This design comes from an exercise in tuning for small area, a short achievable clock period and few clock cycles per item on the open sky130 flow, not from production work. At most, simulation tests tie the RTL to the original design; equivalence was not proved. Power figures rest on the tool's default switching activity, not on a simulated workload.

==> module alu_execute, before the edit <==
module alu_execute (
    input  logic [32-1:0]     instr,
    input  logic [1:0]             pc_lo,
    input  logic [32-1:0]     rs_val,
    input  logic [32-1:0]     rt_val,
    input  logic [14-1:0]      exc_in,
    input  logic                   is_nop,
    output logic                   wr_ok,
    output logic [5-1:0] wr_addr,
    output logic [32-1:0]     wr_data,
    output logic [14-1:0]      exc
);
    logic [5:0]  opcode;
    logic [5:0]  funct;
    logic        rtype;
    logic        itype;
    logic        legal;
    logic        sub;
    logic        ov_op;
    logic        uns;
    logic [1:0]  lop;
    logic        lui;
    logic [31:0] b;
    logic [31:0] bx;
    logic [32:0] sum;
    logic        ovf;
    logic        lt;
    logic [31:0] lres;
    logic [4:0]  sh;
    logic        sh_left;
    logic        fill;
    logic [31:0] sh_in;
    logic [31:0] sh_out;
    logic [31:0] sh_res;
    assign opcode = instr[31:26];
    assign funct  = instr[5:0];
    assign rtype  = (opcode == 6'b000000);
    assign itype  = (opcode[5:3] == 3'b001);
    assign legal = rtype ? ((funct[5:3] == 3'b100) ||
                            (funct[5:1] == 5'b10101) ||
                            (funct[5:3] == 3'b000 && funct[1:0] != 2'b01))
                         : itype;
    logic ri;
    assign ri = !opcode[3];
    assign b = ri ? rt_val :
               {{16{instr[15] & ~opcode[2]}}, instr[15:0]};
    assign sub = ri ? (funct[1] & ~funct[2]) : (opcode[1] & ~opcode[2]);
    assign bx  = b ^ {32{sub}};
    logic [33:0] sum_c;
    assign sum_c = {1'b0, rs_val, 1'b1} + {1'b0, bx, sub};
    assign sum   = sum_c[33:1];
    assign ov_op = rtype ? (funct[5:2] == 4'b1000 && !funct[0])
                         : (opcode == 6'b001000);
    assign ovf   = (rs_val[31] == bx[31]) && (sum[31] != rs_val[31]);
    assign uns = ri ? funct[0] : opcode[0];
    assign lt  = uns ? !sum[32] :
                 ((rs_val[31] != b[31]) ? rs_val[31] : sum[31]);
    logic [31:0] p;
    logic [31:0] g;
    logic [31:0] lui_v;
    assign p     = rs_val ^ bx;
    assign g     = rs_val & bx;
    assign lop   = ri ? funct[1:0] : opcode[1:0];
    assign lui   = !ri;
    assign lui_v = {instr[15:0], 16'h0000};
    always_comb begin
        case (lop)
            2'b00:   lres = g;
            2'b01:   lres = p | g;
            2'b10:   lres = p;
            default: lres = lui ? lui_v : ~(p | g);
        endcase
    end
    assign sh      = funct[2] ? rs_val[4:0] : instr[10:6];
    assign sh_left = !funct[1];
    assign fill    = funct[0] & rt_val[31];
    always_comb begin
        for (int i = 0; i < 32; i++) sh_in[i] = sh_left ? rt_val[31-i] : rt_val[i];
    end
    assign sh_out = $unsigned($signed({fill, sh_in}) >>> sh);
    always_comb begin
        for (int i = 0; i < 32; i++) sh_res[i] = sh_left ? sh_out[31-i] : sh_out[i];
    end
    logic sel_sh;
    logic sel_lt;
    logic sel_log;
    logic sel_sum;
    assign sel_sh  = ri & ~funct[5];
    assign sel_lt  = ri ? (funct[5] & funct[3]) : (~opcode[2] & opcode[1]);
    assign sel_log = ri ? (funct[5] & ~funct[3] & funct[2]) : opcode[2];
    assign sel_sum = ri ? (funct[5] & ~funct[3] & ~funct[2]) : (~opcode[2] & ~opcode[1]);
    assign wr_data = ({32{sel_sh}} & sh_res) | ({32{sel_log}} & lres) |
                     ({32{sel_sum}} & sum[31:0]) | {31'd0, sel_lt & lt};
    assign wr_addr = ri ? instr[15:11] : instr[20:16];
    assign wr_ok   = legal && !is_nop;
    always_comb begin
        exc = exc_in;
        if (ov_op && ovf && !is_nop)  exc[1] = 1'b1;
        if (!legal && !is_nop)        exc[2] = 1'b1;
        if (pc_lo != 2'b00)           exc[6] = 1'b1;
    end
endmodule
Settings: LEC_CHECK=0, ABC_AREA=1, CAP_MARGIN=20, CORE_MARGIN=2, CORE_UTILIZATION=40, SETUP_SLACK_MARGIN=1.5, SLEW_MARGIN=20; clock period 5.0 ns.
standard.sh (not shown) runs the stock make flow with config.mk's settings and CLKGATE_MAP_FILE= SYNTH_SCRIPT=/design/flow/synth_recipe.tcl, a recipe that flattens the netlist after the stock synthesis.
==> flow/flow/run.sh <==
#!/bin/bash
# The standard layout (standard.sh, ORFS make), with plain buffers on
# the ports instead of the delay cells buffer_ports picks by default.
# Each ORFS step logs to its own file under orfs/logs; make's output goes
# to make.log and the DEF export's to write_def.log.
set -euo pipefail
export BUFFER_PORTS_ARGS="-buffer_cell sky130_fd_sc_hd__buf_2"
export ADDER_MAP_FILE=
bash standard.sh > make.log 2>&1
Testbench counts at the start, summed over its fixed seeds: cycles 19,985, items 8,000.
Change:
--- a/flow/design.v
+++ b/flow/design.v
@@ -91,21 +91,44 @@
     logic ri;
     assign ri = !opcode[3];
     assign b = ri ? rt_val :
                {{16{instr[15] & ~opcode[2]}}, instr[15:0]};
     assign sub = ri ? (funct[1] & ~funct[2]) : (opcode[1] & ~opcode[2]);
     assign bx  = b ^ {32{sub}};
-    logic [33:0] sum_c;
-    assign sum_c = {1'b0, rs_val, 1'b1} + {1'b0, bx, sub};
-    assign sum   = sum_c[33:1];
+    logic [31:0] ap;
+    logic [31:0] ag;
+    logic [31:0] sp [0:5];
+    logic [31:0] sg [0:5];
+    logic [32:0] cy;
+    assign ap = rs_val ^ bx;
+    assign ag = rs_val & bx;
+    assign sp[0] = ap;
+    assign sg[0] = ag;
+    always_comb begin
+        for (int k = 0; k < 5; k++) begin
+            for (int i = 0; i < 32; i++) begin
+                if (i[k]) begin
+                    sg[k+1][i] = sg[k][i] | (sp[k][i] & sg[k][((i >> k) << k) - 1]);
+                    sp[k+1][i] = sp[k][i] & sp[k][((i >> k) << k) - 1];
+                end else begin
+                    sg[k+1][i] = sg[k][i];
+                    sp[k+1][i] = sp[k][i];
+                end
+            end
+        end
+    end
+    assign cy[0] = sub;
+    always_comb begin
+        for (int i = 0; i < 32; i++) cy[i+1] = sg[5][i] | (sp[5][i] & sub);
+    end
+    assign sum = {cy[32], ap ^ cy[31:0]};
     assign ov_op = rtype ? (funct[5:2] == 4'b1000 && !funct[0])
                          : (opcode == 6'b001000);
     assign ovf   = (rs_val[31] == bx[31]) && (sum[31] != rs_val[31]);
     assign uns = ri ? funct[0] : opcode[0];
-    assign lt  = uns ? !sum[32] :
-                 ((rs_val[31] != b[31]) ? rs_val[31] : sum[31]);
+    assign lt  = !sum[32] ^ (!uns & (rs_val[31] ^ b[31]));
     logic [31:0] p;
     logic [31:0] g;
     logic [31:0] lui_v;
     assign p     = rs_val ^ bx;
     assign g     = rs_val & bx;
     assign lop   = ri ? funct[1:0] : opcode[1:0];
Result: The changed run completed with no timing, DRC or antenna violations; core utilization falls by 0.16 points; total power falls by a little under a tenth; setup slack is better by 0.067 ns; cell count falls by a few percent; die area falls by a few percent; first-iteration DRC count falls by roughly a tenth.
The RTL of the second run of this note was laid out without a check of its function.

========
The RTL this note starts from:
==> flow/design.v <==
package second_pipe_pkg;
    typedef enum logic [5-1:0] {
        op_none = 5'd0,
        op_add  = 5'd1,
        op_addu = 5'd2,
        op_sub  = 5'd3,
        op_subu = 5'd4,
        op_slt  = 5'd5,
        op_sltu = 5'd6,
        op_and  = 5'd7,
        op_or   = 5'd8,
        op_xor  = 5'd9,
        op_nor  = 5'd10,
        op_sll  = 5'd11,
        op_srl  = 5'd12,
        op_sra  = 5'd13,
        op_lui  = 5'd14
    } alu_op_t;
    typedef struct packed {
        alu_op_t                op;
        logic [32-1:0]     a;
        logic [32-1:0]     b;
        logic                   wr_en;
        logic [5-1:0] wr_addr;
        logic [14-1:0]      exc;
    } dec_t;
    typedef struct packed {
        logic                   wr_en;
        logic [5-1:0] wr_addr;
        logic [32-1:0]     wr_data;
        logic [14-1:0]      exc;
    } res_t;
endpackage
module issue_capture (
    input  logic clk,
    input  logic reset,
    input  logic in_req,
    output logic in_ack,
    input  logic out_req,
    input  logic out_ack,
    output logic take
);
    assign take = in_req && !in_ack && !out_req && !out_ack;
    always_ff @(posedge clk) begin
        if (reset) in_ack <= 1'b0;
        else       in_ack <= in_req && (in_ack || take);
    end
endmodule
module alu_execute (
    input  logic [32-1:0]     instr,
    input  logic [1:0]             pc_lo,
    input  logic [32-1:0]     rs_val,
    input  logic [32-1:0]     rt_val,
    input  logic [14-1:0]      exc_in,
    input  logic                   is_nop,
    output logic                   wr_ok,
    output logic [5-1:0] wr_addr,
    output logic [32-1:0]     wr_data,
    output logic [14-1:0]      exc
);
    logic [5:0]  opcode;
    logic [5:0]  funct;
    logic        rtype;
    logic        itype;
    logic        legal;
    logic        sub;
    logic        ov_op;
    logic        uns;
    logic [1:0]  lop;
    logic        lui;
    logic [31:0] b;
    logic [31:0] bx;
    logic [32:0] sum;
    logic        ovf;
    logic        lt;
    logic [31:0] lres;
    logic [4:0]  sh;
    logic        sh_left;
    logic        fill;
    logic [31:0] sh_in;
    logic [31:0] sh_out;
    logic [31:0] sh_res;
    assign opcode = instr[31:26];
    assign funct  = instr[5:0];
    assign rtype  = (opcode == 6'b000000);
    assign itype  = (opcode[5:3] == 3'b001);
    assign legal = rtype ? ((funct[5:3] == 3'b100) ||
                            (funct[5:1] == 5'b10101) ||
                            (funct[5:3] == 3'b000 && funct[1:0] != 2'b01))
                         : itype;
    logic ri;
    assign ri = !opcode[3];
    assign b = ri ? rt_val :
               {{16{instr[15] & ~opcode[2]}}, instr[15:0]};
    assign sub = ri ? (funct[1] & ~funct[2]) : (opcode[1] & ~opcode[2]);
    assign bx  = b ^ {32{sub}};
    logic [33:0] sum_c;
    assign sum_c = {1'b0, rs_val, 1'b1} + {1'b0, bx, sub};
    assign sum   = sum_c[33:1];
    assign ov_op = rtype ? (funct[5:2] == 4'b1000 && !funct[0])
                         : (opcode == 6'b001000);
    assign ovf   = (rs_val[31] == bx[31]) && (sum[31] != rs_val[31]);
    assign uns = ri ? funct[0] : opcode[0];
    assign lt  = !sum[32] ^ (!uns & (rs_val[31] ^ b[31]));
    logic [31:0] p;
    logic [31:0] g;
    logic [31:0] lui_v;
    assign p     = rs_val ^ bx;
    assign g     = rs_val & bx;
    assign lop   = ri ? funct[1:0] : opcode[1:0];
    assign lui   = !ri;
    assign lui_v = {instr[15:0], 16'h0000};
    always_comb begin
        case (lop)
            2'b00:   lres = g;
            2'b01:   lres = p | g;
            2'b10:   lres = p;
            default: lres = lui ? lui_v : ~(p | g);
        endcase
    end
    assign sh      = funct[2] ? rs_val[4:0] : instr[10:6];
    assign sh_left = !funct[1];
    assign fill    = funct[0] & rt_val[31];
    always_comb begin
        for (int i = 0; i < 32; i++) sh_in[i] = sh_left ? rt_val[31-i] : rt_val[i];
    end
    assign sh_out = $unsigned($signed({fill, sh_in}) >>> sh);
    always_comb begin
        for (int i = 0; i < 32; i++) sh_res[i] = sh_left ? sh_out[31-i] : sh_out[i];
    end
    logic sel_sh;
    logic sel_lt;
    logic sel_log;
    logic sel_sum;
    assign sel_sh  = ri & ~funct[5];
    assign sel_lt  = ri ? (funct[5] & funct[3]) : (~opcode[2] & opcode[1]);
    assign sel_log = ri ? (funct[5] & ~funct[3] & funct[2]) : opcode[2];
    assign sel_sum = ri ? (funct[5] & ~funct[3] & ~funct[2]) : (~opcode[2] & ~opcode[1]);
    assign wr_data = ({32{sel_sh}} & sh_res) | ({32{sel_log}} & lres) |
                     ({32{sel_sum}} & sum[31:0]) | {31'd0, sel_lt & lt};
    assign wr_addr = ri ? instr[15:11] : instr[20:16];
    assign wr_ok   = legal && !is_nop;
    always_comb begin
        exc = exc_in;
        if (ov_op && ovf && !is_nop)  exc[1] = 1'b1;
        if (!legal && !is_nop)        exc[2] = 1'b1;
        if (pc_lo != 2'b00)           exc[6] = 1'b1;
    end
endmodule
module result_handshake (
    input  logic clk,
    input  logic reset,
    input  logic take,
    output logic out_req,
    input  logic out_ack
);
    always_ff @(posedge clk) begin
        if (reset) out_req <= 1'b0;
        else       out_req <= take || (out_req && !out_ack);
    end
endmodule
module second_pipe_top (
    input  logic                   clk,
    input  logic                   reset,
    input  logic                   in_req,
    output logic                   in_ack,
    input  logic [32-1:0]     instr,
    input  logic [32-1:0]     pc,
    input  logic [32-1:0]     rs_val,
    input  logic [32-1:0]     rt_val,
    input  logic [14-1:0]      exc_in,
    input  logic                   is_nop,
    output logic                   out_req,
    input  logic                   out_ack,
    output logic                   wr_en,
    output logic [5-1:0] wr_addr,
    output logic [32-1:0]     wr_data,
    output logic [14-1:0]      exc_out
);
    logic                   x_wr_ok;
    logic [5-1:0] x_wr_addr;
    logic [32-1:0]     x_wr_data;
    logic [14-1:0]      x_exc;
    logic                   take;
    logic                   wr_ok_q;
    alu_execute u_execute (
        .instr(instr), .pc_lo(pc[1:0]), .rs_val(rs_val), .rt_val(rt_val),
        .exc_in(exc_in), .is_nop(is_nop),
        .wr_ok(x_wr_ok), .wr_addr(x_wr_addr), .wr_data(x_wr_data), .exc(x_exc)
    );
    issue_capture u_capture (
        .clk(clk), .reset(reset), .in_req(in_req), .in_ack(in_ack),
        .out_req(out_req), .out_ack(out_ack), .take(take)
    );
    result_handshake u_result (
        .clk(clk), .reset(reset), .take(take),
        .out_req(out_req), .out_ack(out_ack)
    );
    always_ff @(posedge clk) begin
        if (!out_req) begin
            wr_ok_q <= x_wr_ok;
            wr_addr <= x_wr_addr;
            wr_data <= x_wr_data;
            exc_out <= x_exc;
        end
    end
    assign wr_en = wr_ok_q && (exc_out == '0);
endmodule
export LEC_CHECK = 0
export ABC_AREA = 1
export CAP_MARGIN = 20
export CORE_MARGIN = 2
export CORE_UTILIZATION = 40
export SETUP_SLACK_MARGIN = 1.5
export SLEW_MARGIN = 20
create_clock -name core_clock -period 5.0 [get_ports {clk}]
Scripts as last shown in full above: flow/flow/run.sh
Rerun with:
--- a/flow/design.v
+++ b/flow/design.v
@@ -93,11 +93,35 @@
     assign b = ri ? rt_val :
                {{16{instr[15] & ~opcode[2]}}, instr[15:0]};
     assign sub = ri ? (funct[1] & ~funct[2]) : (opcode[1] & ~opcode[2]);
     assign bx  = b ^ {32{sub}};
-    logic [33:0] sum_c;
-    assign sum_c = {1'b0, rs_val, 1'b1} + {1'b0, bx, sub};
-    assign sum   = sum_c[33:1];
+    logic [31:0] ap;
+    logic [31:0] ag;
+    logic [31:0] sp [0:5];
+    logic [31:0] sg [0:5];
+    logic [32:0] cy;
+    assign ap = rs_val ^ bx;
+    assign ag = rs_val & bx;
+    assign sp[0] = ap;
+    assign sg[0] = {ag[31:1], ag[0] | (ap[0] & sub)};
+    always_comb begin
+        for (int k = 0; k < 5; k++) begin
+            for (int i = 0; i < 32; i++) begin
+                if (i[k]) begin
+                    sg[k+1][i] = sg[k][i] | (sp[k][i] & sg[k][((i >> k) << k) - 1]);
+                    sp[k+1][i] = sp[k][i] & sp[k][((i >> k) << k) - 1];
+                end else begin
+                    sg[k+1][i] = sg[k][i];
+                    sp[k+1][i] = sp[k][i];
+                end
+            end
+        end
+    end
+    assign cy[0] = sub;
+    always_comb begin
+        for (int i = 0; i < 32; i++) cy[i+1] = sg[5][i];
+    end
+    assign sum = {cy[32], ap ^ cy[31:0]};
     assign ov_op = rtype ? (funct[5:2] == 4'b1000 && !funct[0])
                          : (opcode == 6'b001000);
     assign ovf   = (rs_val[31] == bx[31]) && (sum[31] != rs_val[31]);
     assign uns = ri ? funct[0] : opcode[0];
Result: The changed run completed without violations; total power fell by a few percent; fmax hardly moves; die area fell by a little under a tenth; setup slack improved by 0.0042 ns; design area fell by a little under a tenth.
No functional check of the RTL was part of any run of this note.

## re-timing with driven ports
In the flow no input, the clock included, has a driving cell. The finished layouts below were timed again as built, in two steps.
Step 1, drivers: a clkbuf_16 drives clk and a buf_2 each remaining input, both assumed.
Step 2 adds t to the input delays and takes it off the output delays; t is the mean of the earliest and latest rising clock arrival at the registers after step 1. Input paths then give back, and output paths get back, about the clock's delay inside the block.
a / b / c = ideal ports / drivers / drivers and shift; a / b = the first two.
| run | shift t [ns] | setup slack, ns | slew at the worst register clock pin (ns) |
|---|---|---|---|
| the first run of note 1 | 0.353 | 1.526 / 1.509 / 1.156 | 0.07 / 0.07 |
| the second run of note 1 | 0.350 | 1.593 / 1.606 / 1.255 | 0.08 / 0.08 |
| the first run of note 2 | 0.352 | 1.556 / 1.562 / 1.209 | 0.08 / 0.08 |
| the second run of note 2 | 0.354 | 1.560 / 1.557 / 1.203 | 0.09 / 0.09 |
After both steps every run listed still meets setup and hold. For the first run of note 1, which loses most, drivers alone change the setup slack by -0.017 ns; drivers and shift together by -0.370 ns.
